Context: an optimization exercise on an open-source flow, tuned for a short achievable clock period and few clock cycles. The choices shown serve that exercise and are no tape-out recipe.
In this exercise RTL edits were held to simulation tests only and were not proved equivalent to the original.
Power figures rest on the tool's default switching activity, not on a simulated workload.

==> flow/design.v <==
`default_nettype none
package core_pkg;
   typedef enum logic [2:0] {
      T_NOP          = 3'd0,
      T_CALC_CONST_A = 3'd1,
      T_CALC_CONST_B = 3'd2,
      T_CALC         = 3'd3,
      T_MEM_ACT      = 3'd4,
      T_HLT          = 3'd5,
      T_BRANCH       = 3'd6,
      T_ILLEGAL      = 3'd7
   } instr_type_e;
   typedef enum logic [2:0] {
      S_FETCH   = 3'd0,
      S_EXECUTE = 3'd1,
      S_MEM     = 3'd2,
      S_PC_INC  = 3'd3,
      S_HALT    = 3'd4
   } state_e;
   localparam int c_type_lsb  = 0;
   localparam int c_type_msb  = 2;
   localparam int c_op_lsb    = 3;
   localparam int c_op_msb    = 6;
   localparam int c_rega_lsb  = 7;
   localparam int c_rega_msb  = 11;
   localparam int c_regb_lsb  = 12;
   localparam int c_regb_msb  = 16;
   localparam int c_regc_lsb  = 17;
   localparam int c_regc_msb  = 21;
   localparam int c_imm15_lsb = 17;
   localparam int c_imm20_lsb = 12;
   localparam int c_imm_msb   = 31;
   localparam logic [4:0] c_pc_idx  = 5'd31;
   localparam int         c_sel_ram = 0;
endpackage
`default_nettype wire
`default_nettype none
module alu #(
   parameter int bit_width = 32
)(
   input  wire logic [9:0]           sel,
   input  wire logic [bit_width-1:0] a,
   input  wire logic [bit_width-1:0] b,
   output logic      [bit_width-1:0] result
);
   localparam int c_add = 0;    
   localparam int c_sub = 1;    
   localparam int c_and = 2;
   localparam int c_or  = 3;
   localparam int c_xor = 4;
   localparam int c_shl = 5;
   localparam int c_shr = 6;
   localparam int c_ltu = 7;
   localparam int c_pa  = 8;
   localparam int c_pb  = 9;
   logic [bit_width:0]   w_sum;
   logic [bit_width-1:0] w_bx;
   assign w_bx  = b ^ {bit_width{sel[c_sub]}};
   assign w_sum = {1'b0, a} + {1'b0, w_bx} + {{bit_width{1'b0}}, sel[c_sub]};
   assign result = ({bit_width{sel[c_add]}} & w_sum[bit_width-1:0]) |
                   ({bit_width{sel[c_and]}} & (a & b)) |
                   ({bit_width{sel[c_or]}}  & (a | b)) |
                   ({bit_width{sel[c_xor]}} & (a ^ b)) |
                   ({bit_width{sel[c_shl]}} & (a << b[4:0])) |
                   ({bit_width{sel[c_shr]}} & (a >> b[4:0])) |
                   ({bit_width{sel[c_pa]}}  & a) |
                   ({bit_width{sel[c_pb]}}  & b) |
                   {{(bit_width-1){1'b0}}, sel[c_ltu] & !w_sum[bit_width]};
endmodule
`default_nettype wire
`default_nettype none
module core_regfile
#(
   parameter int XLEN = 32
)(
   input  wire logic            clk,
   input  wire logic            rst,
   input  wire logic            we,
   input  wire logic [4:0]      waddr,
   input  wire logic [XLEN-1:0] wdata,
   input  wire logic [4:0]      ra_a,
   input  wire logic [4:0]      ra_b,
   input  wire logic [4:0]      ra_c,
   output logic      [XLEN-1:0] rd_a,
   output logic      [XLEN-1:0] rd_b,
   output logic      [XLEN-1:0] rd_c,
   output logic                 nz_a
);
   logic [XLEN-1:0] r_gpr [0:30];
   logic [30:0]     r_nz;
   logic            r_wb_v;
   logic [4:0]      r_wb_a;
   logic [XLEN-1:0] r_wb_d;
   logic            w_wb_nz;
   always_ff @(posedge clk) begin
      if (!rst && we && waddr != core_pkg::c_pc_idx) begin
         r_gpr[waddr] <= wdata;
      end
   end
   always_ff @(posedge clk) begin
      r_wb_v <= !rst && we && waddr != core_pkg::c_pc_idx;
      r_wb_a <= waddr;
      r_wb_d <= wdata;
   end
   assign w_wb_nz = (r_wb_d != '0);
   always_ff @(posedge clk) begin
      if (r_wb_v) begin
         r_nz[r_wb_a] <= w_wb_nz;
      end
   end
   assign nz_a = (r_wb_v && r_wb_a == ra_a) ? w_wb_nz : r_nz[ra_a];
   assign rd_a = r_gpr[ra_a];
   assign rd_b = r_gpr[ra_b];
   assign rd_c = r_gpr[ra_c];
endmodule
`default_nettype wire
`default_nettype none
module core_v2
#(
   parameter int              XLEN     = 32,
   parameter int              ADDR_W   = 13,
   parameter int              SEL_W    = 2,
   parameter logic [XLEN-1:0] RESET_PC = '0
)(
   input  wire logic  clk,
   input  wire logic  rst,
   output logic              bus_req,
   output logic [ADDR_W-1:0] bus_addr,
   output logic [SEL_W-1:0]  bus_sel,
   output logic [1:0]        bus_op,
   output logic [XLEN-1:0]   bus_wdata,
   input  wire logic         bus_ack,
   input  wire logic [XLEN-1:0] bus_rdata,
   output logic       halted,
   output logic       illegal,
   output logic [XLEN-1:0] pc
);
   logic            r_req;       
   logic            r_fetch;     
   logic            r_data;      
   logic            r_gap;       
   logic            r_bgap;      
   logic            r_halted, r_illegal;
   logic [XLEN-1:0] r_fa;        
   logic [ADDR_W-1:0] r_baddr;   
   logic [SEL_W-1:0] r_bsel;
   logic [1:0]      r_bop;
   logic [XLEN-1:0] r_pc;        
   logic            r_ex;        
   logic            r_we;        
   logic [9:0]      r_asel;      
   logic [4:0]      r_ra;
   logic [XLEN-1:0] r_a, r_b, r_c;
   logic [2:0]      d_type;
   logic [3:0]      d_op;
   logic [4:0]      d_ra, d_rb, d_rc;
   logic [XLEN-1:0] d_imm15, d_imm20;
   logic            d_alu, d_mem, d_hlt, d_br, d_ill, d_pcw, d_fast, d_jfast, d_jslow, d_taken, d_bhaz;
   assign d_type  = bus_rdata[core_pkg::c_type_msb:core_pkg::c_type_lsb];
   assign d_op    = bus_rdata[core_pkg::c_op_msb:core_pkg::c_op_lsb];
   assign d_ra    = bus_rdata[core_pkg::c_rega_msb:core_pkg::c_rega_lsb];
   assign d_rb    = bus_rdata[core_pkg::c_regb_msb:core_pkg::c_regb_lsb];
   assign d_rc    = bus_rdata[core_pkg::c_regc_msb:core_pkg::c_regc_lsb];
   assign d_imm15 = XLEN'(bus_rdata[core_pkg::c_imm_msb:core_pkg::c_imm15_lsb]);
   assign d_imm20 = XLEN'(bus_rdata[core_pkg::c_imm_msb:core_pkg::c_imm20_lsb]);
   assign d_alu = (d_type == core_pkg::T_CALC_CONST_A) || (d_type == core_pkg::T_CALC_CONST_B) ||
                  (d_type == core_pkg::T_CALC);
   assign d_mem = (d_type == core_pkg::T_MEM_ACT);
   assign d_hlt = (d_type == core_pkg::T_HLT);
   assign d_br  = (d_type == core_pkg::T_BRANCH);
   assign d_ill = (d_type == core_pkg::T_ILLEGAL);
   assign d_pcw = (d_ra == core_pkg::c_pc_idx);
   assign d_fast  = d_op[3] && !(d_op[2:0] == 3'd2 && d_type != core_pkg::T_CALC_CONST_B);
   assign d_jfast = d_alu && d_pcw && d_fast;
   assign d_jslow = d_alu && d_pcw && !d_fast;
   logic            w_fack, w_dack, w_ld;
   logic            w_rf_we;
   logic [XLEN-1:0] w_rf_wdata, w_alu_y;
   logic [XLEN-1:0] w_rf_a, w_rf_b, w_rf_c;
   logic [XLEN-1:0] w_rd_a, w_rd_b, w_rd_c;
   logic            w_rf_nz_a, w_nz_a;
   logic            w_fwd;
   assign w_fack = r_fetch && bus_ack;
   assign w_dack = r_data && bus_ack;
   assign w_ld   = w_dack && !r_bop[0];
   assign w_fwd      = r_ex && r_we;
   assign w_rf_we    = (w_fwd || w_ld) && !rst;
   assign w_rf_wdata = r_data ? bus_rdata : w_alu_y;
   core_regfile #(.XLEN(XLEN)) u_regfile (
      .clk   (clk),
      .rst   (rst),
      .we    (w_rf_we),
      .waddr (r_ra),
      .wdata (w_rf_wdata),
      .ra_a  (d_ra),
      .ra_b  (d_rb),
      .ra_c  (d_rc),
      .rd_a  (w_rf_a),
      .rd_b  (w_rf_b),
      .rd_c  (w_rf_c),
      .nz_a  (w_rf_nz_a)
   );
   always_comb begin
      if (d_ra == core_pkg::c_pc_idx)    w_rd_a = r_fa;
      else if (w_fwd && r_ra == d_ra)    w_rd_a = w_alu_y;
      else                               w_rd_a = w_rf_a;
      if (d_ra == core_pkg::c_pc_idx)    w_nz_a = (r_fa != '0);
      else                               w_nz_a = w_rf_nz_a;
      if (d_rb == core_pkg::c_pc_idx)    w_rd_b = r_fa;
      else if (w_fwd && r_ra == d_rb)    w_rd_b = w_alu_y;
      else                               w_rd_b = w_rf_b;
      if (d_rc == core_pkg::c_pc_idx)    w_rd_c = r_fa;
      else if (w_fwd && r_ra == d_rc)    w_rd_c = w_alu_y;
      else                               w_rd_c = w_rf_c;
   end
   logic [XLEN-1:0] d_a, d_b, d_early, d_next, d_baddr, w_fa_inc;
   logic            d_sel_b, d_sel_c, d_sel_e;
   assign d_a      = (d_type == core_pkg::T_CALC_CONST_A) ? d_imm20 : w_rd_b;
   assign d_b      = (d_type == core_pkg::T_CALC_CONST_B) ? d_imm15 : w_rd_c;
   logic [9:0]      d_asel;
   logic            d_pcrel;
   assign d_pcrel = (d_op == 4'd10);
   always_comb begin
      d_asel = '0;
      case (d_op)
         4'd0:    d_asel[0] = 1'b1;
         4'd1:    begin d_asel[0] = 1'b1; d_asel[1] = 1'b1; end
         4'd2:    d_asel[2] = 1'b1;
         4'd3:    d_asel[3] = 1'b1;
         4'd4:    d_asel[4] = 1'b1;
         4'd5:    d_asel[5] = 1'b1;
         4'd6:    d_asel[6] = 1'b1;
         4'd7:    begin d_asel[7] = 1'b1; d_asel[1] = 1'b1; end
         4'd8:    d_asel[8] = 1'b1;
         4'd9:    d_asel[9] = 1'b1;
         4'd10:   d_asel[0] = 1'b1;
         default: d_asel = '0;
      endcase
   end
   assign w_fa_inc = r_fa + XLEN'(1);
   assign d_bhaz   = d_br && w_fwd && r_ra == d_ra;
   assign d_taken  = d_br && !d_bhaz && w_nz_a;
   always_comb begin
      d_early = w_fa_inc;
      if (d_jfast) begin
         case (d_op[2:0])
            3'd0:    d_early = d_imm20;
            3'd1:    d_early = d_imm15;
            3'd2:    d_early = r_fa + d_imm15;
            default: d_early = '0;
         endcase
      end
   end
   assign d_sel_b = (d_jfast && d_op[2:0] == 3'd0 && d_type != core_pkg::T_CALC_CONST_A) || d_taken;
   assign d_sel_c = d_jfast && d_op[2:0] == 3'd1 && d_type != core_pkg::T_CALC_CONST_B;
   assign d_sel_e = !d_sel_b && !d_sel_c;
   assign d_next  = ({XLEN{d_sel_b}} & w_rd_b) | ({XLEN{d_sel_c}} & w_rd_c) |
                    ({XLEN{d_sel_e}} & d_early);
   assign d_baddr = ({XLEN{d_sel_b || d_mem}} & w_rd_b) | ({XLEN{d_sel_c}} & w_rd_c) |
                    ({XLEN{d_sel_e && !d_mem}} & d_early);
   alu #(.bit_width(XLEN)) u_alu (
      .sel    (r_asel),
      .a      (r_a),
      .b      (r_b),
      .result (w_alu_y)
   );
   always_ff @(posedge clk) begin
      if (rst) begin
         r_req     <= 1'b1;
         r_fetch   <= 1'b1;
         r_data    <= 1'b0;
         r_gap     <= 1'b0;
         r_bgap    <= 1'b0;
         r_halted  <= 1'b0;
         r_illegal <= 1'b0;
         r_ex      <= 1'b0;
         r_fa      <= RESET_PC;
         r_baddr   <= RESET_PC[ADDR_W-1:0];
         r_bsel    <= '0;
         r_bop     <= '0;
      end else begin
         r_ex <= 1'b0;
         if (w_fack) begin
            r_ex    <= d_alu;
            r_fa    <= d_next;
            r_baddr <= d_baddr[ADDR_W-1:0];
            r_bsel  <= d_mem ? SEL_W'(d_op[3:2]) : SEL_W'(core_pkg::c_sel_ram);
            r_bop   <= d_mem ? d_op[1:0] : 2'b00;
            if (d_mem) begin
               r_fetch <= 1'b0;
               r_data  <= 1'b1;
            end else if (d_jslow) begin
               r_req   <= 1'b0;
               r_fetch <= 1'b0;
               r_gap   <= 1'b1;
            end else if (d_bhaz) begin
               r_req   <= 1'b0;
               r_fetch <= 1'b0;
               r_bgap  <= 1'b1;
            end else if (d_hlt || d_ill) begin
               r_req     <= 1'b0;
               r_fetch   <= 1'b0;
               r_halted  <= 1'b1;
               r_illegal <= d_ill;
            end
         end
         if (r_gap) begin
            r_gap   <= 1'b0;
            r_req   <= 1'b1;
            r_fetch <= 1'b1;
            r_fa    <= w_alu_y;
            r_baddr <= w_alu_y[ADDR_W-1:0];
         end
         if (r_bgap) begin
            r_bgap  <= 1'b0;
            r_req   <= 1'b1;
            r_fetch <= 1'b1;
            if (r_c != '0) begin
               r_fa    <= r_a;
               r_baddr <= r_a[ADDR_W-1:0];
            end
         end
         if (w_dack) begin
            r_data  <= 1'b0;
            r_fetch <= 1'b1;
            r_bsel  <= SEL_W'(core_pkg::c_sel_ram);
            r_bop   <= 2'b00;
            if (w_ld && r_ra == core_pkg::c_pc_idx) begin
               r_fa    <= bus_rdata;
               r_baddr <= bus_rdata[ADDR_W-1:0];
            end else begin
               r_baddr <= r_fa[ADDR_W-1:0];
            end
         end
      end
   end
   always_ff @(posedge clk) begin
      if (w_fack) begin
         r_pc <= r_fa;
         r_asel <= d_asel;
         r_ra <= d_ra;
         r_we <= !d_pcw;
         r_a  <= (d_alu && d_pcrel) ? r_fa : d_a;
         r_b  <= d_b;
         r_c  <= w_rd_a;
      end
   end
   assign bus_req   = r_req && !rst;
   assign bus_addr  = r_baddr;
   assign bus_sel   = r_bsel;
   assign bus_op    = r_bop;
   assign bus_wdata = r_c;
   assign halted    = r_halted;
   assign illegal   = r_illegal;
   assign pc        = r_pc;
endmodule
`default_nettype wire
==> flow/flow/run.sh <==
#!/bin/bash
set -euo pipefail
MARGIN=${OWN_SETUP_MARGIN:-7}
bash standard.sh synth > synth.log 2>&1
sed 's|"\${@:-finish}"|SETUP_SLACK_MARGIN='"$MARGIN"' "${@:-finish}"|' standard.sh > standard_margin.sh
grep -q "SETUP_SLACK_MARGIN=$MARGIN" standard_margin.sh
bash standard_margin.sh > layout.log 2>&1
test -f out/final.def
==> flow/standard.sh <==
#!/bin/bash
# synth_recipe.tcl (not shown) runs the flow's synth.tcl, then flattens the netlist and writes it again
# the make line also repeats each setting of config.mk as NAME=value (left out here)
make -C /OpenROAD-flow-scripts/flow DESIGN_CONFIG=/design/flow/config.mk WORK_HOME=/design/flow/orfs CLKGATE_MAP_FILE= SYNTH_SCRIPT=/design/flow/synth_recipe.tcl "${@:-finish}"
==> flow/config.mk <==
export PLATFORM = sky130hd
export DESIGN_NAME = core_v2
export DESIGN_NICKNAME = core_v2
export VERILOG_FILES = /design/flow/design.v
export SDC_FILE = /design/flow/constraint.sdc
export NUM_CORES = 4
export LEC_CHECK = 0
export ABC_CLOCK_PERIOD_IN_PS = 3000
export CAP_MARGIN = 20
export CORE_MARGIN = 2
export CORE_UTILIZATION = 40
export SETUP_SLACK_MARGIN = 5
export SLEW_MARGIN = 20
==> flow/constraint.sdc <==
create_clock -name core_clock -period 12.0 [get_ports {clk}]
set_input_delay 2.4000 -clock core_clock [delete_from_list [all_inputs] [get_ports {clk}]]
set_output_delay 2.4000 -clock core_clock [all_outputs]
set_load 0.01 [all_outputs]
==> results.py, run 1 <==
metrics = {
    "power": {
        "netSwitchingFraction": 0.309,
        "leakage_nw": 29.5,
        "net-switching-power_mw": 3.81,
        "p_int_mw": 8.54,
        "p_total_mw": 12.4,
        "vdd_drop_max_mv": 0.133,
        "comb_power_share": 0.218,
        "pwr-share-seq": 0.427,
        "power_density_nw_per_um2": 138,
        "p_clk_frac": 0.354,
    },
    "run": {
        "drv_cap": 0,
    },
    "clocking": {
        "h-tree-depth": 4,
        "clockBufferDepth": 3,
        "cts_buffers": 142,
        "clk_pin_slew_ps": 50,
        "insertion_delay_ps": 840,
        "root_buffer": "clkbuf_16",
        "clock_sinks": 1262,
        "cts_tree": "done",
    },
    "worst_setup_path": {
        "crit_path_frequent_cell": "buf_12",
        "crit_family": "buffers and inverters",
        "path_max_fanout": 2,
        "reg2reg_from": "r_b[1]",
        "reg2reg_depth": 10,
        "crit_chain": "buf_12 -> buf_12 -> nor2b_4 -> buf_6",
        "r2r_slack_ps": 7000,
        "crit_type": "in -> out",
        "r2r_end": "u_regfile.r_gpr[1][19]",
        "critPathRequiredTime_ps": 9600,
        "crit_path_top_delay_cell": "buf_12",
        "cp-end-kind": "primary output",
        "start_kind": "input pin",
        "crit_buf_inv": 3,
        "max_stage_delay_ps": 140,
        "worstPathArrival_ps": 2920,
        "crit_path_start": "rst",
    },
    "timing": {
        "worstMarginPinSlew_ps": 1240,
        "slew_headroom": 0.175,
        "min_period_ps": 5320,
        "layout_setup_ws_ps": 6680,
        "finalSetupTns_ps": 0,
        "setup_viol": 0,
        "rsz0062_at_grt": "yes",
        "slew_violations": 0,
        "hold_viol_final": 0,
        "skew_ps": 41.1,
        "clock.fmax_mhz": 188,
        "finalCritPeriodShare": 0.443,
    },
    "cells_and_area": {
        "instances_no_fill": 8522,
        "final_common_cell": "edfxtp_1",
        "design_area_um2": 89700,
        "final_cell_mix": "1167 x edfxtp_1, 905 x mux4_2, 552 x nand2_1",
        "fillers": 17339,
        "area_growth_pct": 13.3,
        "final_net_count": 5919,
        "drive_above_1_share": 0.278,
    },
    "global_route": {
        "grt_first_pass_wirelength_um": 453000,
        "grt_usage": 0.315,
        "grtUsageMet2": 0.488,
        "top_usage_layer": "met2",
        "use_met1": 0.400,
        "grt_pass1_vias": 57656,
        "met3_usage": 0.0828,
        "antenna_found_initial": 16,
        "grt-ovfl-total": 0,
        "grt_max_degree": 127,
    },
    "place": {
        "pre_cts_ws_ps": 5070,
        "place_hpwl_um": 200000,
        "place_area_um2": 83300,
        "dp.cells": 8199,
        "gp_congestion": 1.05,
        "portBuffers": 118,
    },
    "floorplan": {
        "fp.dieArea_um2": 201000,
        "io_pins": 119,
        "coreArea_um2": 197000,
        "dieWidth_um": 449,
        "row_count": 163,
        "chipHeight_um": 449,
        "start_util": 0.401,
    },
    "hold_path": {
        "hp-class": "reg -> reg",
        "min_path_cells": 2,
        "whs_endpoint": "r_bop[1]",
        "worstHoldStart": "r_bop[1]",
    },
    "logic_synthesis": {
        "synth_area_um2": 79100,
        "synthCells": 5766,
        "ys_warn_count": 2,
        "synth.distinct_cells": 96,
        "async_flop_share": 0,
        "synth-seq-area-share": 0.467,
        "synth_edf_count": 1167,
        "synth.ff_latch_count": 1262,
        "syn_nets": 5927,
        "avgSynthCellArea_um2": 13.7,
        "synth-main-ff-cell": "edfxtp_1",
    },
    "status": {
        "status": "timing/DRC/antenna clean",
    },
    "detailed_routing": {
        "drtIter0Drc": 10700,
        "routed_wl_um": 327000,
        "firstDrtPassIters": 10,
        "vias": 60312,
        "antenna_left": 0,
        "drc_errors": 0,
        "wire_per_inst_um": 38.3,
        "vias_per_cell": 7.08,
    },
}
## sequential cells by signal (all words and copies together), names as in the netlist, 2 cells and up
register and count:
r_a 32, r_asel 10, r_b 32, r_baddr 13, r_bop 2, r_bsel 2, r_c 32, r_fa 32
r_pc 32, r_ra 5, u_regfile.r_gpr 992, u_regfile.r_nz 31, u_regfile.r_wb_a 5, u_regfile.r_wb_d 32
## power by group through the flow
stage                     Sequential [mW]  Combinational (mW)  Clock, mW
after floorplan                      5.30                1.58          0
after global placement               5.36                2.49          0
after detailed placement             5.36                2.51          0
after CTS                            5.27                2.57       4.41
after global routing                 5.28                2.79       4.57
final                                5.28                2.70       4.38
## cells in the mapped netlist, drive strengths merged (62+ instances only)
library cell	count	area, µm²
edfxtp	1167	35000
mux4	921	20800
nand2	561	2110
clkbuf	330	1240
nor2	326	1220
o21ai	319	1600
a21oi	227	1140
buf	211	1100
mux2i	208	2080
ha	124	1550
inv	108	405
nand3	102	510
dfxtp	95	1900
nor3	70	360
xor2	68	596
o22ai	67	419
mux2	65	736
a211oi	62	480
## through the flow
step,hold WS [ps],util
4_1_cts,475,0.452
6_report,473,0.455
3_5_place_dp,466,0.423
3_3_place_gp,437,0.423
5_1_grt,487,0.455
2_1_floorplan,346,-
## area by class of cell
class                   count  area (µm²)  area share
multi-input cells        3850       40100       0.448
flip-flops and latches   1262       36900       0.412
repair buffers            389        4200      0.0468
clock buffers             181        3840      0.0429
well taps                2640        3300      0.0368
clock inverters            78         757     0.00844
inverters                 113         450     0.00502
diodes                      9        22.5    0.000251
## what timing repair did
action / 4_1_cts / 5_1_grt
hold buffers: 0 / 0
resized for setup: 170 / 106
setup endpoints to repair: 1188 / 677
buffers inserted: 26 / 18
pin swaps: 16 / 14
cloned: 5 / 6
## worst reg2reg max path: stages, from the launching register on
cell      delay, ps
edfxtp_1        320
buf_4           330
clkbuf_8        600
inv_1           380
nand3_1         340
o21ai_0         330
a21oi_1         440
o22ai_1         180
a311oi_1        480
nand3_1         570
mux2_2          700
## worst max path at each step
stage / to / slack (ps) / depth (start not counted)
3_5_place_dp: r_fa[23] / 5070 / 9
2_1_floorplan: bus_req / 6820 / 3
5_1_grt: bus_req / 6690 / 4
4_1_cts: bus_req / 6690 / 4
6_report: bus_req / 6680 / 4
3_3_place_gp: r_fa[21] / 5090 / 12
## logic make-up (layout without fill, tap and decap cells)
| group | count (synthesis) | in the layout | synth area share |
|---|---|---|---|
| xor+xnor | 95 | 95 | 0.0105 |
| compound gates | 1135 | 1135 | 0.0953 |
| other cells | 0 | 9 | 0 |
| buf+inv | 654 | 761 | 0.0350 |
| mux | 1194 | 1194 | 0.299 |
| simple gates | 1300 | 1300 | 0.0733 |
| fa+ha+maj | 126 | 126 | 0.0201 |
| flops | 1262 | 1262 | 0.467 |
## routing by layer
layer,vias up,part of all wire
met1,30704,0.35
met5,-,0.000083
li1,23561,-
met3,1060,0.13
met2,4983,0.45
met4,4,0.073
Testbench counts, summed over its fixed seeds: cycles 114,194.
==> inputs of run 2 (changes only) <==
--- a/flow/design.v
+++ b/flow/design.v
@@ -141,10 +141,12 @@
    logic            r_gap;       
    logic            r_bgap;      
    logic            r_halted, r_illegal;
+   logic            r_first;     
    logic [XLEN-1:0] r_fa;        
    logic [ADDR_W-1:0] r_baddr;   
-   logic [SEL_W-1:0] r_bsel;
+   logic [SEL_W-1:0] r_bsel;     
    logic [1:0]      r_bop;
+   logic [XLEN-1:0] w_fa;        
    logic [XLEN-1:0] r_pc;        
    logic            r_ex;        
    logic            r_we;        
@@ -180,6 +182,7 @@
    logic [XLEN-1:0] w_rd_a, w_rd_b, w_rd_c;
    logic            w_rf_nz_a, w_nz_a;
    logic            w_fwd;
+   assign w_fa   = r_first ? RESET_PC : r_fa;
    assign w_fack = r_fetch && bus_ack;
    assign w_dack = r_data && bus_ack;
    assign w_ld   = w_dack && !r_bop[0];
@@ -201,15 +204,15 @@
       .nz_a  (w_rf_nz_a)
    );
    always_comb begin
-      if (d_ra == core_pkg::c_pc_idx)    w_rd_a = r_fa;
+      if (d_ra == core_pkg::c_pc_idx)    w_rd_a = w_fa;
       else if (w_fwd && r_ra == d_ra)    w_rd_a = w_alu_y;
       else                               w_rd_a = w_rf_a;
-      if (d_ra == core_pkg::c_pc_idx)    w_nz_a = (r_fa != '0);
+      if (d_ra == core_pkg::c_pc_idx)    w_nz_a = (w_fa != '0);
       else                               w_nz_a = w_rf_nz_a;
-      if (d_rb == core_pkg::c_pc_idx)    w_rd_b = r_fa;
+      if (d_rb == core_pkg::c_pc_idx)    w_rd_b = w_fa;
       else if (w_fwd && r_ra == d_rb)    w_rd_b = w_alu_y;
       else                               w_rd_b = w_rf_b;
-      if (d_rc == core_pkg::c_pc_idx)    w_rd_c = r_fa;
+      if (d_rc == core_pkg::c_pc_idx)    w_rd_c = w_fa;
       else if (w_fwd && r_ra == d_rc)    w_rd_c = w_alu_y;
       else                               w_rd_c = w_rf_c;
    end
@@ -237,7 +240,7 @@
          default: d_asel = '0;
       endcase
    end
-   assign w_fa_inc = r_fa + XLEN'(1);
+   assign w_fa_inc = w_fa + XLEN'(1);
    assign d_bhaz   = d_br && w_fwd && r_ra == d_ra;
    assign d_taken  = d_br && !d_bhaz && w_nz_a;
    always_comb begin
@@ -246,7 +249,7 @@
          case (d_op[2:0])
             3'd0:    d_early = d_imm20;
             3'd1:    d_early = d_imm15;
-            3'd2:    d_early = r_fa + d_imm15;
+            3'd2:    d_early = w_fa + d_imm15;
             default: d_early = '0;
          endcase
       end
@@ -274,18 +277,12 @@
          r_halted  <= 1'b0;
          r_illegal <= 1'b0;
          r_ex      <= 1'b0;
-         r_fa      <= RESET_PC;
-         r_baddr   <= RESET_PC[ADDR_W-1:0];
-         r_bsel    <= '0;
-         r_bop     <= '0;
+         r_first   <= 1'b1;
       end else begin
          r_ex <= 1'b0;
          if (w_fack) begin
+            r_first <= 1'b0;
             r_ex    <= d_alu;
-            r_fa    <= d_next;
-            r_baddr <= d_baddr[ADDR_W-1:0];
-            r_bsel  <= d_mem ? SEL_W'(d_op[3:2]) : SEL_W'(core_pkg::c_sel_ram);
-            r_bop   <= d_mem ? d_op[1:0] : 2'b00;
             if (d_mem) begin
                r_fetch <= 1'b0;
                r_data  <= 1'b1;
@@ -308,47 +305,59 @@
             r_gap   <= 1'b0;
             r_req   <= 1'b1;
             r_fetch <= 1'b1;
-            r_fa    <= w_alu_y;
-            r_baddr <= w_alu_y[ADDR_W-1:0];
          end
          if (r_bgap) begin
             r_bgap  <= 1'b0;
             r_req   <= 1'b1;
             r_fetch <= 1'b1;
-            if (r_c != '0) begin
-               r_fa    <= r_a;
-               r_baddr <= r_a[ADDR_W-1:0];
-            end
          end
          if (w_dack) begin
             r_data  <= 1'b0;
             r_fetch <= 1'b1;
-            r_bsel  <= SEL_W'(core_pkg::c_sel_ram);
-            r_bop   <= 2'b00;
-            if (w_ld && r_ra == core_pkg::c_pc_idx) begin
-               r_fa    <= bus_rdata;
-               r_baddr <= bus_rdata[ADDR_W-1:0];
-            end else begin
-               r_baddr <= r_fa[ADDR_W-1:0];
-            end
          end
       end
    end
    always_ff @(posedge clk) begin
       if (w_fack) begin
-         r_pc <= r_fa;
+         r_fa    <= d_next;
+         r_baddr <= d_baddr[ADDR_W-1:0];
+         if (d_mem) begin
+            r_bsel <= SEL_W'(d_op[3:2]);
+            r_bop  <= d_op[1:0];
+         end
+      end
+      if (r_gap) begin
+         r_fa    <= w_alu_y;
+         r_baddr <= w_alu_y[ADDR_W-1:0];
+      end
+      if (r_bgap && r_c != '0) begin
+         r_fa    <= r_a;
+         r_baddr <= r_a[ADDR_W-1:0];
+      end
+      if (w_dack) begin
+         if (w_ld && r_ra == core_pkg::c_pc_idx) begin
+            r_fa    <= bus_rdata;
+            r_baddr <= bus_rdata[ADDR_W-1:0];
+         end else begin
+            r_baddr <= r_fa[ADDR_W-1:0];
+         end
+      end
+   end
+   always_ff @(posedge clk) begin
+      if (w_fack) begin
+         r_pc <= w_fa;
          r_asel <= d_asel;
          r_ra <= d_ra;
          r_we <= !d_pcw;
-         r_a  <= (d_alu && d_pcrel) ? r_fa : d_a;
+         r_a  <= (d_alu && d_pcrel) ? w_fa : d_a;
          r_b  <= d_b;
          r_c  <= w_rd_a;
       end
    end
    assign bus_req   = r_req && !rst;
-   assign bus_addr  = r_baddr;
-   assign bus_sel   = r_bsel;
-   assign bus_op    = r_bop;
+   assign bus_addr  = r_first ? RESET_PC[ADDR_W-1:0] : r_baddr;
+   assign bus_sel   = r_data ? r_bsel : SEL_W'(core_pkg::c_sel_ram);
+   assign bus_op    = r_data ? r_bop : 2'b00;
    assign bus_wdata = r_c;
    assign halted    = r_halted;
    assign illegal   = r_illegal;
==> results.py, run 2 <==
metrics = {
    "status": {
        "status": "timing/DRC/antenna clean",
    },
    "worst_setup_path": {
        "path_max_fanout": 30,
        "critPathCapture": "r_a[9]",
        "r2r_slack_ps": 6970,
        "start_kind": "input pin",
        "reg2reg_from": "r_b[0]",
        "worstPathArrival_ps": 5700,
        "r2r_end": "u_regfile.r_gpr[15][30]",
        "crit_type": "in -> reg",
        "critPathRequiredTime_ps": 12520,
        "cp-end-kind": "flop",
        "crit_path_start": "bus_rdata[16]",
        "reg2reg_depth": 11,
    },
    "place": {
        "gp_congestion": 1.07,
        "place_hpwl_um": 211000,
        "dp.cells": 8392,
        "portBuffers": 118,
        "pre_cts_ws_ps": 4850,
    },
    "clocking": {
        "clk_pin_slew_ps": 70,
        "root_buffer": "clkbuf_16",
        "insertion_delay_ps": 830,
        "cts_tree": "done",
        "h-tree-depth": 4,
        "clock_sinks": 1263,
        "clockBufferDepth": 3,
        "cts_hold_buf": 0,
        "cts_buffers": 145,
    },
    "timing": {
        "setup_viol": 0,
        "whs_ps": 459,
        "layout_setup_ws_ps": 6820,
        "skew_ps": 38.4,
        "hold_viol_final": 0,
        "min_period_ps": 5180,
        "worstMarginPinSlew_ps": 1200,
        "finalSetupTns_ps": 0,
        "slew_headroom": 0.195,
        "rsz0062_at_grt": "yes",
        "slew_violations": 0,
        "finalCritPeriodShare": 0.432,
        "clock.fmax_mhz": 193,
    },
    "logic_synthesis": {
        "synth_top_family_by_area": "multiplexers",
        "yosys.area.top_type": "edfxtp_1",
        "synthCells": 5949,
        "synth_compound_area_frac": 0.101,
        "synth.top_cell.area_share": 0.444,
        "synth_adder_area_share": 0.0199,
        "synth-main-ff-cell": "edfxtp_1",
        "synth_area_um2": 80000,
        "synth_top_cells_by_area": "edfxtp_1 44%, mux4_2 24%, mux2i_1 3.7%",
        "synth.most_common_cell": "edfxtp_1",
        "synth.ff_latch_count": 1263,
        "syn_nets": 6110,
        "synth-seq-area-share": 0.464,
        "synth_xor_area_frac": 0.0108,
        "synth_mux_area_frac": 0.289,
        "async_flop_share": 0,
        "synthSimpleGateAreaFrac": 0.0780,
        "synth.distinct_cells": 100,
        "ys_warn_count": 2,
        "avgSynthCellArea_um2": 13.5,
        "synth_edf_count": 1184,
        "yosys-top-cells-count": "1184 x edfxtp_1, 847 x mux4_2, 506 x nand2_1",
    },
    "cells_and_area": {
        "largest_reg_flops": 992,
        "instances_no_fill": 8711,
        "final_cell_mix": "1184 x edfxtp_1, 847 x mux4_2, 497 x nand2_1",
        "final_net_count": 6091,
        "drive_above_1_share": 0.267,
        "top_register": "u_regfile.r_gpr",
        "final_common_cell": "edfxtp_1",
        "area_growth_pct": 13.4,
    },
    "hold_path": {
        "hp-class": "reg -> reg",
    },
    "global_route": {
        "grt_usage": 0.326,
        "antenna_found_initial": 10,
        "grt_max_degree": 102,
        "grt-ovfl-total": 0,
        "grt_pass1_vias": 59433,
        "grt_first_pass_wirelength_um": 470000,
    },
    "floorplan": {
        "start_util": 0.402,
        "row_count": 164,
        "dieWidth_um": 451,
        "coreArea_um2": 199000,
        "io_pins": 119,
        "fp.dieArea_um2": 204000,
        "chipHeight_um": 451,
    },
    "power": {
        "leakage_nw": 30.1,
        "p_total_mw": 12.5,
        "vdd_drop_max_mv": 0.163,
        "power_density_nw_per_um2": 138,
    },
    "detailed_routing": {
        "routed_wl_um": 342000,
        "vias_per_cell": 7.14,
        "drc_errors": 0,
        "antenna_left": 0,
        "drtIter0Drc": 11058,
        "vias": 62208,
        "wire_per_inst_um": 39.3,
        "firstDrtPassIters": 6,
    },
    "run": {
        "drv_cap": 0,
    },
}
run 2: kinds of logic (layout without fill, tap and decap cells):
kind of cell	count (synthesis)	in the layout
and+or+nand+nor	1333	1333
muxes	1237	1237
buffers and inverters	676	774
adders and majority gates	126	126
other	0	7
AOI/OAI and AO/OA	1215	1216
xor gates and xnor gates	99	99
DFF	1263	1263
run 2: worst max-delay path, stage by stage:
cell and delay, ps:
clkbuf_4 330, buf_6 340, nand2_1 230, or2_2 140, buf_4 560, nand2_4 430, o32ai_2 620, a21oi_2 160
o21ai_0 190, a21oi_1 140
run 2: per-layer routing:
metal  wire length (µm)  up-vias  global-route usage  share of wire
li1                   -    24210                   -              -
met1             121000    31751               0.420           0.35
met4              26300        8               0.206          0.077
met2             150000     5099               0.486           0.44
met3              45500     1140              0.0893           0.13
met5                 44        -                   0        0.00013
run 2: layout make-up:
type                       instances  area (µm²)
fill                           17510      108000
multi-input combinational       4011       40800
sequential                      1263       37100
timing repair buffer             357        4100
clock buffer                     193        4000
tap                             2656        3320
clock inverter                    72         783
inverter                         152         604
antenna                            7        17.5
run 2: repair_timing:
item,in CTS,in global routing
setup endpoints to repair,789,901
gates cloned,8,11
buffers inserted,17,11
resized for setup,202,96
endpoints found under the hold margin,0,0
pin swaps,11,11
run 2: where the power goes:
group / switching [mW] / internal [mW]
registers: 0.159 / 5.16
clock network: 1.95 / 2.56
logic: 1.76 / 0.951
total: 3.86 / 8.67
run 2: through the flow:
stage                      util  area, µm²
after floorplan               -      80200
after global placement    0.422      84000
after detailed placement  0.422      84100
after CTS                 0.452      90000
after global routing      0.456      90800
final                     0.456      90800
run 2: worst min-delay path by stage:
stage,cells past startpoint,to,slack (ps),startpoint
after floorplan,0,u_regfile.r_wb_a[0],350,r_ra[0]
after global placement,2,r_halted,440,r_halted
after detailed placement,2,r_halted,450,r_halted
after CTS,2,r_halted,460,r_halted
after global routing,2,r_halted,490,r_halted
final,2,r_halted,460,r_halted
Testbench counts of run 2, summed over its fixed seeds: cycles 114,194.
==> inputs of run 3 (changes only) <==
==> flow/flow/run.sh (replaced) <==
#!/bin/bash
set -euo pipefail
MARGIN=${OWN_SETUP_MARGIN:-8}
bash standard.sh synth > synth.log 2>&1
sed 's|"\${@:-finish}"|SETUP_SLACK_MARGIN='"$MARGIN"' "${@:-finish}"|' standard.sh > standard_margin.sh
grep -q "SETUP_SLACK_MARGIN=$MARGIN" standard_margin.sh
bash standard_margin.sh > layout.log 2>&1
test -f out/final.def
==> results.py, run 3 <==
metrics = {
    "worst_setup_path": {
        "critPathRequiredTime_ps": 9600,
        "max_stage_delay_ps": 110,
        "start_kind": "input pin",
        "crit_cells": 3,
        "crit_type": "in -> out",
        "crit_chain": "buf_12 -> nor2b_4 -> buf_6",
        "path_max_fanout": 2,
        "reg2reg_depth": 13,
        "crit_path_top_delay_cell": "buf_12",
        "crit_family": "buffers and inverters",
        "worstPathArrival_ps": 2720,
        "cp-end-kind": "primary output",
        "crit_buf_inv": 2,
    },
    "logic_synthesis": {
        "avgSynthCellArea_um2": 13.5,
        "async_flop_share": 0,
        "yosys-top-cells-count": "1184 x edfxtp_1, 847 x mux4_2, 506 x nand2_1",
        "synthCells": 5949,
        "yosys.area.top_type": "edfxtp_1",
        "ys_warn_count": 2,
        "synth.top_cell.area_share": 0.444,
        "synth_top_cells_by_area": "edfxtp_1 44%, mux4_2 24%, mux2i_1 3.7%",
        "synth_area_um2": 80000,
        "synth-main-ff-cell": "edfxtp_1",
        "synth.most_common_cell": "edfxtp_1",
        "syn_nets": 6110,
        "synth.ff_latch_count": 1263,
        "synth_edf_count": 1184,
        "synth-seq-area-share": 0.464,
        "synth.distinct_cells": 100,
    },
    "clocking": {
        "clk_pin_slew_ps": 60,
        "root_buffer": "clkbuf_16",
        "h-tree-depth": 4,
        "cts_buffers": 144,
        "insertion_delay_ps": 850,
        "clockBufferDepth": 3,
        "cts_tree": "done",
        "clock_sinks": 1263,
    },
    "global_route": {
        "grt_usage": 0.384,
        "grt_first_pass_wirelength_um": 539000,
        "grt_pass1_vias": 64312,
        "antenna_found_initial": 20,
        "grt_max_degree": 67,
        "grt-ovfl-total": 0,
    },
    "detailed_routing": {
        "drtIter0Drc": 12735,
        "antenna_left": 0,
        "vias_per_cell": 7.39,
        "routed_wl_um": 410000,
        "wire_per_inst_um": 43.8,
        "drc_errors": 0,
        "firstDrtPassIters": 7,
        "vias": 69149,
    },
    "floorplan": {
        "io_pins": 119,
        "row_count": 164,
        "chipHeight_um": 451,
        "start_util": 0.402,
        "dieWidth_um": 451,
        "coreArea_um2": 199000,
        "fp.dieArea_um2": 204000,
    },
    "power": {
        "p_total_mw": 13.5,
        "leakage_nw": 36.5,
        "power_density_nw_per_um2": 129,
        "vdd_drop_max_mv": 0.174,
    },
    "timing": {
        "setup_viol": 0,
        "slew_headroom": 0.138,
        "finalCritPeriodShare": 0.427,
        "layout_setup_ws_ps": 6880,
        "slew_violations": 0,
        "rsz0062_at_grt": "yes",
        "clock.fmax_mhz": 195,
        "min_period_ps": 5120,
        "skew_ps": 36.3,
        "finalSetupTns_ps": 0,
        "worstMarginPinSlew_ps": 1280,
        "hold_viol_final": 0,
    },
    "cells_and_area": {
        "drive_above_1_share": 0.410,
        "largest_reg_flops": 992,
        "fillers": 16000,
        "final_net_count": 6739,
        "final_common_cell": "edfxtp_1",
        "area_growth_pct": 31.2,
        "final_cell_mix": "1184 x edfxtp_1, 847 x mux4_2, 448 x nand2_1",
        "top_register": "u_regfile.r_gpr",
        "design_area_um2": 105000,
    },
    "hold_path": {
        "min_path_cells": 2,
        "hp-class": "reg -> reg",
    },
    "place": {
        "gp_congestion": 1.03,
        "pre_cts_ws_ps": 4570,
        "portBuffers": 118,
        "place_hpwl_um": 224000,
        "place_area_um2": 84700,
    },
    "run": {
        "drv_cap": 0,
    },
    "status": {
        "status": "timing/DRC/antenna clean",
    },
}
run 3: cell counts after synthesis:
No cell type changed its count.
run 3: repair_timing:
| item | CTS | global route |
|---|---|---|
| buffers inserted | 354 | 175 |
| pin swaps | 190 | 213 |
| hold buffers | 0 | 0 |
| cloned | 130 | 33 |
| gates resized for setup | 1293 | 411 |
| setup endpoints to repair | 2363 | 1094 |
run 3: worst paths after layout:
| kind | start | endpoint | slack [ps] |
|---|---|---|---|
| worst max-delay path | rst | bus_req | 6880 |
| worst min-delay path | r_halted | r_halted | 470 |
| worst max register to register | r_b[2] | r_baddr[2] | 7770 |
| worst min register to register | r_halted | r_halted | 470 |
run 3: metrics by stage:
| step | std cells | hold slack, ps | utilization |
|---|---|---|---|
| final | 9358 | 471 | 0.527 |
| after detailed placement | 8396 | 462 | 0.425 |
| after CTS | 9142 | 470 | 0.506 |
| after global placement | 8395 | 461 | 0.425 |
| after floorplan | 5949 | 346 | - |
| after global routing | 9352 | 497 | 0.527 |
run 3: where the power goes:
part	total [mW]	switching, mW	internal [mW]
sequential	5.30	0.151	5.15
clock	4.53	1.95	2.59
combinational	3.69	2.23	1.46
total	13.5	4.33	9.20
run 3: worst min-delay path, cell delays in order (launching register included):
cell     delay, ps
dfxtp_1        310
inv_1           50
a21oi_1         60
run 3: cells by family after synthesis:
group,Yosys count,synth area share
AND/OR/NAND/NOR,1333,0.0780
XOR/XNOR,99,0.0108
AO/OA/AOI/OAI,1215,0.101
multiplexers,1237,0.289
adder cells (fa/ha/maj),126,0.0199
flip-flops,1263,0.464
buffers and inverters,676,0.0373
run 3: routing by layer:
layer,GRT usage,vias to the layer above,share of wire
met4,0.308,12,0.11
met3,0.131,2013,0.15
li1,-,25674,-
met5,0,-,0.00063
met1,0.460,34658,0.32
met2,0.564,6792,0.42
run 3: cell type report:
class                   count  area (µm²)  share of cell area
inverters                 152         653             0.00622
diodes                      8        20.0            0.000191
flip-flops and latches   1263       37100               0.354
clock inverters            82         825             0.00785
well taps                2656        3320              0.0316
repair inverters            2        20.0            0.000191
multi-input cells        4036       45100               0.429
clock buffers             180        3880              0.0370
repair buffers            979       14100               0.134
==> inputs of run 4 (changes only) <==
==> flow/run.sh (new file) <==
#!/bin/bash
# synth_recipe.tcl (not shown) runs the flow's synth.tcl, then flattens the netlist and writes it again
# the make line also repeats each setting of config.mk as NAME=value (left out here)
make -C /OpenROAD-flow-scripts/flow DESIGN_CONFIG=/design/flow/config.mk WORK_HOME=/design/flow/orfs CLKGATE_MAP_FILE= SYNTH_SCRIPT=/design/flow/synth_recipe.tcl finish
removed: flow/flow/run.sh
removed: flow/standard.sh
==> results.py, run 4 <==
metrics = {
    "place": {
        "portBuffers": 118,
        "place_hpwl_um": 212000,
        "gp_congestion": 1.02,
        "dp.cells": 8400,
    },
    "worst_setup_path": {
        "worstPathArrival_ps": 7030,
        "path_max_fanout": 74,
        "critPathRequiredTime_ps": 12550,
        "crit_type": "in -> reg",
        "cp-end-kind": "flop",
        "start_kind": "input pin",
    },
    "clocking": {
        "clock_sinks": 1263,
        "h-tree-depth": 4,
        "cts_hold_buf": 0,
        "root_buffer": "clkbuf_16",
        "cts_resized": 0,
        "cts_buffers": 140,
        "insertion_delay_ps": 820,
        "clockBufferDepth": 3,
        "cts_tree": "done",
        "cts_setup_buffers": 0,
        "clk_pin_slew_ps": 70,
    },
    "logic_synthesis": {
        "synth.distinct_cells": 100,
        "synth.most_common_cell": "edfxtp_1",
        "synthCells": 5949,
        "async_flop_share": 0,
        "synth_area_um2": 80000,
        "synth.ff_latch_count": 1263,
        "syn_nets": 6110,
        "synth_edf_count": 1184,
        "synth_top_cells_by_area": "edfxtp_1 44%, mux4_2 24%, mux2i_1 3.7%",
        "ys_warn_count": 2,
        "yosys-top-cells-count": "1184 x edfxtp_1, 847 x mux4_2, 506 x nand2_1",
        "synth-seq-area-share": 0.464,
        "synth.top_cell.area_share": 0.444,
        "avgSynthCellArea_um2": 13.5,
        "yosys.area.top_type": "edfxtp_1",
        "synth-main-ff-cell": "edfxtp_1",
    },
    "cells_and_area": {
        "area_growth_pct": 10.9,
        "largest_reg_flops": 992,
        "final_common_cell": "edfxtp_1",
        "fillers": 17613,
        "top_register": "u_regfile.r_gpr",
        "final_cell_mix": "1184 x edfxtp_1, 847 x mux4_2, 505 x nand2_1",
        "instances_no_fill": 8664,
        "final_net_count": 6050,
        "drive_above_1_share": 0.245,
    },
    "hold_path": {
        "hp-class": "reg -> reg",
    },
    "timing": {
        "finalCritPeriodShare": 0.540,
        "finalSetupTns_ps": 0,
        "slew_violations": 0,
        "min_period_ps": 6480,
        "rsz0062_at_grt": "no",
        "slew_headroom": 0.182,
        "setup_viol": 0,
        "hold_viol_final": 0,
        "worstMarginPinSlew_ps": 1220,
        "clock.fmax_mhz": 154,
        "skew_ps": 32.3,
    },
    "power": {
        "power_density_nw_per_um2": 139,
        "p_total_mw": 12.4,
        "leakage_nw": 29.4,
        "vdd_drop_max_mv": 0.166,
    },
    "floorplan": {
        "coreArea_um2": 199000,
        "io_pins": 119,
        "chipHeight_um": 451,
        "dieWidth_um": 451,
        "row_count": 164,
        "start_util": 0.402,
        "fp.dieArea_um2": 204000,
    },
    "global_route": {
        "grt_max_degree": 99,
        "grt_first_pass_wirelength_um": 462000,
        "antenna_found_initial": 20,
        "grt-ovfl-total": 0,
        "grt_pass1_vias": 58737,
        "grt_usage": 0.320,
    },
    "detailed_routing": {
        "vias_per_cell": 7.08,
        "routed_wl_um": 333000,
        "wire_per_inst_um": 38.4,
        "antenna_left": 0,
        "wl_met1_um": 119000,
        "drtIter0Drc": 10187,
        "wl_met3_um": 42600,
        "wl_met2_um": 147000,
        "top_layer": "met5",
        "drc_errors": 0,
        "firstDrtPassIters": 9,
        "vias": 61343,
    },
    "run": {
        "drv_cap": 0,
    },
    "status": {
        "status": "timing/DRC/antenna clean",
    },
}
run 4: cell counts after synthesis:
No cell type changed its count.
run 4: final cells by class:
type | instances | area [µm²] | share of cell area
Multi-Input combinational cell | 4010 | 40300 | 0.454
Sequential cell | 1263 | 37100 | 0.418
Clock buffer | 181 | 3780 | 0.0426
Tap cell | 2656 | 3320 | 0.0374
Timing Repair Buffer | 322 | 2790 | 0.0314
Clock inverter | 73 | 842 | 0.00949
Inverter | 152 | 583 | 0.00657
Antenna cell | 7 | 17.5 | 0.000197
run 4: worst paths after layout:
check	from	cells after the start	slack [ps]	endpoint
min	r_halted	2	450	r_halted
min reg2reg	r_halted	2	450	r_halted
max	bus_rdata[17]	11	5520	r_baddr[11]
max reg2reg	r_b[1]	11	6300	r_fa[21]
run 4: cells by family (layout without fill, tap and decap cells):
family / after synthesis / in the layout / synth area share
simple gates: 1333 / 1333 / 0.0780
flops: 1263 / 1263 / 0.464
mux: 1237 / 1237 / 0.289
compound gates: 1215 / 1215 / 0.101
buf+inv: 676 / 728 / 0.0373
fa+ha+maj: 126 / 126 / 0.0199
xor+xnor: 99 / 99 / 0.0108
other cells: 0 / 7 / 0
run 4: report_power, final:
part,internal (mW),leakage (nW),switching (mW)
sequential,5.16,11.3,0.154
combinational,0.899,15.8,1.73
clock,2.54,2.25,1.87
run 4: metal layers:
metal,up-vias,global-route usage
met2,4912,0.481
met3,1044,0.0870
met5,-,0
met4,2,0.193
li1,24102,-
met1,31283,0.413
run 4: critical path, stage by stage:
cell and delay (ps):
buf_8 440, buf_12 480, buf_4 740, mux4_2 590, a211oi_1 260, a21oi_1 70
a221oi_1 830, a21oi_1 110, o21ai_1 260, nor2_1 120, o41a_1 450
run 4: through the flow:
step | worst slack (ps) | util | hold WS (ps) | cell area [µm²]
after detailed placement | 4830 | 0.422 | 446 | 84100
after global routing | 5270 | 0.445 | 481 | 88700
after global placement | 4800 | 0.422 | 439 | 84100
after floorplan | 6180 | - | 346 | 80000
after CTS | 5630 | 0.445 | 454 | 88700
final | 5520 | 0.446 | 454 | 88800

[afterwards: timing with drivers on the ports]
How much do the figures lean on ideal ports? The routed layouts below were timed once more, with nothing changed but the port constraints. Step 1 sets driving cells, clkbuf_16 on the clock port and buf_2 on the other inputs (assumed; they add their load-dependent delay and slew). Step 2 adds t to the input delays and takes it off the output delays; t is the mean of the earliest and latest rising clock arrival at the registers after step 1. Input paths then give back, and output paths get back, about the clock's delay inside the block. Slacks: ideal / step 1 / step 2; pairs: ideal / step 1.
| run | t, ns | setup slack, ns | worst hold slack (ns) | worst data-port slew with drivers (ns) |
|---|---|---|---|---|
| run 1 | 0.903 | 6.684 / 6.636 / 5.975 | 0.473 / 0.473 / 0.473 | 0.29 |
| run 2 | 0.896 | 6.820 / 6.826 / 5.930 | 0.459 / 0.459 / 0.459 | 0.27 |
| run 3 | 0.923 | 6.878 / 6.832 / 6.240 | 0.471 / 0.471 / 0.471 | 0.38 |
| run 4 | 0.895 | 5.517 / 5.540 / 4.664 | 0.454 / 0.454 / 0.454 | 0.07 |
After both steps every run listed still meets setup and hold. For run 2, which loses most, drivers alone change the setup slack by +0.006 ns; drivers and shift together by -0.890 ns.
